Source: an optimization exercise on an open RTL-to-GDS flow (aim: small area). Production flows keep margins and buffers that such runs may drop.
In this exercise RTL edits were held to simulation tests only and were not proved equivalent to the original.
Power figures rest on the tool's default switching activity, not on a simulated workload.

==> flow/design.v (excerpt) <==
module mem_gate_top (
  input  wire               clk,
  input  wire               rst,
  input  logic [163:0]      req_i,          
  output logic [163:0]      req_o,          
  input  logic [73:0]       resp_i,         
  output logic [73:0]       resp_o,         
  input  logic              attr_we_i,      
  input  logic [mem_gate_pkg::PAGE_W-1:0] attr_page_i,
  input  logic [28:0]       attr_i          
);
Size: roughly 5,700 cells after synthesis, about 510 I/O pins, roughly 92,000 µm² of cells after synthesis.
Settings: LEC_CHECK=0, CAP_MARGIN=10, CORE_MARGIN=2, CORE_UTILIZATION=40, PLACE_DENSITY=0.6, SLEW_MARGIN=10; clock period 5.0 ns.
standard.sh (not shown) runs the stock make flow with config.mk's settings and CLKGATE_MAP_FILE= SYNTH_SCRIPT=/design/flow/synth_recipe.tcl, a recipe that flattens the netlist after the stock synthesis.
==> flow/flow/run.sh <==
#!/bin/bash
set -euo pipefail
export BUFFER_PORTS_ARGS="-buffer_cell sky130_fd_sc_hd__buf_1"
export CTS_ARGS="-sink_clustering_enable -repair_clock_nets -dont_use_dummy_load -sink_clustering_size 28 -sink_clustering_max_diameter 60 -buf_list {sky130_fd_sc_hd__clkbuf_16}"
bash standard.sh > standard.log 2>&1
The baseline produced a layout that fails on slew limit.
==> next run, changes <==
--- a/flow/config.mk
+++ b/flow/config.mk
@@ -6,7 +6,7 @@
 export NUM_CORES = 4
 export LEC_CHECK = 0
-export CAP_MARGIN = 10
+export CAP_MARGIN = 20
 export CORE_MARGIN = 2
-export CORE_UTILIZATION = 40
-export PLACE_DENSITY = 0.6
-export SLEW_MARGIN = 10
+export CORE_UTILIZATION = 50
+export PLACE_DENSITY = 0.7
+export SLEW_MARGIN = 20
What happened: Now the flow finished clean. Flip-flop and latch count stays the same. Die area is lower by about 20%. Final cell count is lower by about 7%. Global-route usage went up by 6.4 points. Total power is lower by about 1.7%. Clock power shrinks by about 6%. Maximum frequency went down by about 2.8%.
==> next run, changes <==
--- a/flow/config.mk
+++ b/flow/config.mk
@@ -8,5 +8,5 @@
 export CAP_MARGIN = 20
 export CORE_MARGIN = 2
-export CORE_UTILIZATION = 50
-export PLACE_DENSITY = 0.7
+export CORE_UTILIZATION = 40
+export PLACE_DENSITY = 0.6
 export SLEW_MARGIN = 20
Result: Sequential power barely changes; hold slack hardly moves; area after synthesis stays the same.

========
== red ==
mem_gate_top again, from the RTL that the note above started with.
export LEC_CHECK = 0
export CAP_MARGIN = 20
export CORE_MARGIN = 2
export CORE_UTILIZATION = 56
export PLACE_DENSITY = 0.74
export SLEW_MARGIN = 20
create_clock -name core_clock -period 5.0 [get_ports {clk}]
==> flow/flow/run.sh <==
#!/bin/bash
set -euo pipefail
export BUFFER_PORTS_ARGS="-buffer_cell sky130_fd_sc_hd__buf_1"
export CTS_ARGS="-sink_clustering_enable -repair_clock_nets -dont_use_dummy_load -sink_clustering_size 18 -sink_clustering_max_diameter 45 -sink_clustering_buffer sky130_fd_sc_hd__clkbuf_8 -buf_list {sky130_fd_sc_hd__clkbuf_8 sky130_fd_sc_hd__clkbuf_16}"
bash standard.sh > standard.log 2>&1
In summary, red completed successfully, with a layout that passed the timing, DRC and antenna checks.
#### Input delta (blue over red)
==> flow/flow/run.sh <==
#!/bin/bash
set -euo pipefail
export BUFFER_PORTS_ARGS="-buffer_cell sky130_fd_sc_hd__buf_1"
export CTS_ARGS="-sink_clustering_enable -repair_clock_nets -dont_use_dummy_load -sink_clustering_size 28 -sink_clustering_max_diameter 60 -buf_list {sky130_fd_sc_hd__clkbuf_16}"
bash standard.sh > standard.log 2>&1
diff --git a/flow/config.mk b/flow/config.mk
--- a/flow/config.mk
+++ b/flow/config.mk
@@ -8 +8 @@
-export CAP_MARGIN = 20
+export CAP_MARGIN = 10
@@ -10,3 +10,4 @@
-export CORE_UTILIZATION = 56
-export PLACE_DENSITY = 0.74
-export SLEW_MARGIN = 20
+export CORE_UTILIZATION = 40
+export GPL_TIMING_DRIVEN = 0
+export PLACE_DENSITY = 0.6
+export SLEW_MARGIN = 10
[summary]
- As of blue, non-clock buffer count had risen by more than a quarter compared to red.
- Looking at critical path capture point, the u_table.rd_attr_o[24] result is from blue; the u_gate.open_q[111] one comes from red.
- [blue] flow finished | final checks: failed | reasons: max-capacitance violations, max-slew violations, negative setup slack
- Going from red to blue, routed wire length grows by 27%.
- | shortest period the worst path allows | blue vs red | worse |
- Looking at number of clock buffer instances in the layout, blue sits 53 lower than red does.
Setup changes, blue to green
diff --git a/flow/flow/run.sh b/flow/flow/run.sh
--- a/flow/flow/run.sh
+++ b/flow/flow/run.sh
@@ -2,0 +3 @@
+export REMOVE_ABC_BUFFERS=1
- | clock power | green vs blue | about 5% lower |
- Minimum setup slack in the final design in green vs blue: up 660 ps
- Having completed the whole flow, green delivered a layout that passed the timing, DRC and antenna checks.
- Delta (green minus blue): number of enable flip-flop cells after synthesis roughly the same; share of cells above drive strength 1 higher; global-route met3 utilization lower; total detailed-routing wirelength lower.
- [compare] base=blue new=green: final clock period utilization by the worst path -13 points; clock buffer instance count of the final layout -11; count of inverters other than clock inverters in the layout ~0 delta.
### green -> orange
==> flow/flow/run.sh <==
#!/bin/bash
set -euo pipefail
export BUFFER_PORTS_ARGS="-buffer_cell sky130_fd_sc_hd__buf_1"
export CTS_ARGS="-sink_clustering_enable -repair_clock_nets -dont_use_dummy_load -sink_clustering_size 18 -sink_clustering_max_diameter 45 -sink_clustering_buffer sky130_fd_sc_hd__clkbuf_8 -buf_list {sky130_fd_sc_hd__clkbuf_8 sky130_fd_sc_hd__clkbuf_16}"
bash standard.sh > standard.log 2>&1
diff --git a/flow/config.mk b/flow/config.mk
--- a/flow/config.mk
+++ b/flow/config.mk
@@ -8 +8 @@
-export CAP_MARGIN = 10
+export CAP_MARGIN = 20
@@ -10,4 +10,3 @@
-export CORE_UTILIZATION = 40
-export GPL_TIMING_DRIVEN = 0
-export PLACE_DENSITY = 0.6
-export SLEW_MARGIN = 10
+export CORE_UTILIZATION = 50
+export PLACE_DENSITY = 0.7
+export SLEW_MARGIN = 20
==> comparison <==
[compare] base=green new=orange: biggest fanout along the worst timing path went down 14, fraction of the cycle the final worst path needs went down 12 points, endpoint required time on the critical path held, utilization went up 8.8 points, starting utilization of the core area went up 9.9 points.
Against green as the reference, orange delivers a higher via count of the first global-routing pass.

==> afterwards: timing with drivers on the ports <==
How much do the figures lean on ideal ports? The routed layouts below were timed once more, with nothing changed but the port constraints.
Step 1 assumes that a clkbuf_16 drives the clock port and a buf_2 every other input.
Step 2 times the ports against the registers' clock, not the clock port: input delays grow and output delays shrink by t, the midpoint of the rising clock arrivals with the driver on.
Slacks: no drivers / after step 1 / after step 2; pairs: no drivers / after step 1.
run	shift t [ns]	setup slack, ns	worst hold slack (ns)	worst setup path at the end	cell pins on the clock port's net
the first run of note 1	0.923	0.856 / 0.856 / 0.243	0.230 / 0.161 / 0.309	input to register	1
the second run of note 1	0.900	0.739 / 0.739 / 0.363	0.221 / 0.160 / 0.306	input to register	1
the third run of note 1	0.935	0.798 / 0.798 / 0.186	0.222 / 0.157 / 0.284	input to register	1
red	0.899	0.849 / 0.849 / 0.347	0.230 / 0.167 / 0.292	input to register	1
blue	0.929	-0.504 / -0.506 / -1.435	0.187 / 0.118 / 0.297	input to register	1
green	0.910	0.158 / 0.158 / -0.354	0.198 / 0.132 / 0.250	input to register	1
orange	0.889	0.750 / 0.750 / 0.243	0.208 / 0.150 / 0.277	input to register	1
Met with ideal ports but missed after step 2: setup timing in green. The setup slack of blue, which loses most, moves by -0.002 ns with the drivers and by -0.931 ns with both steps.
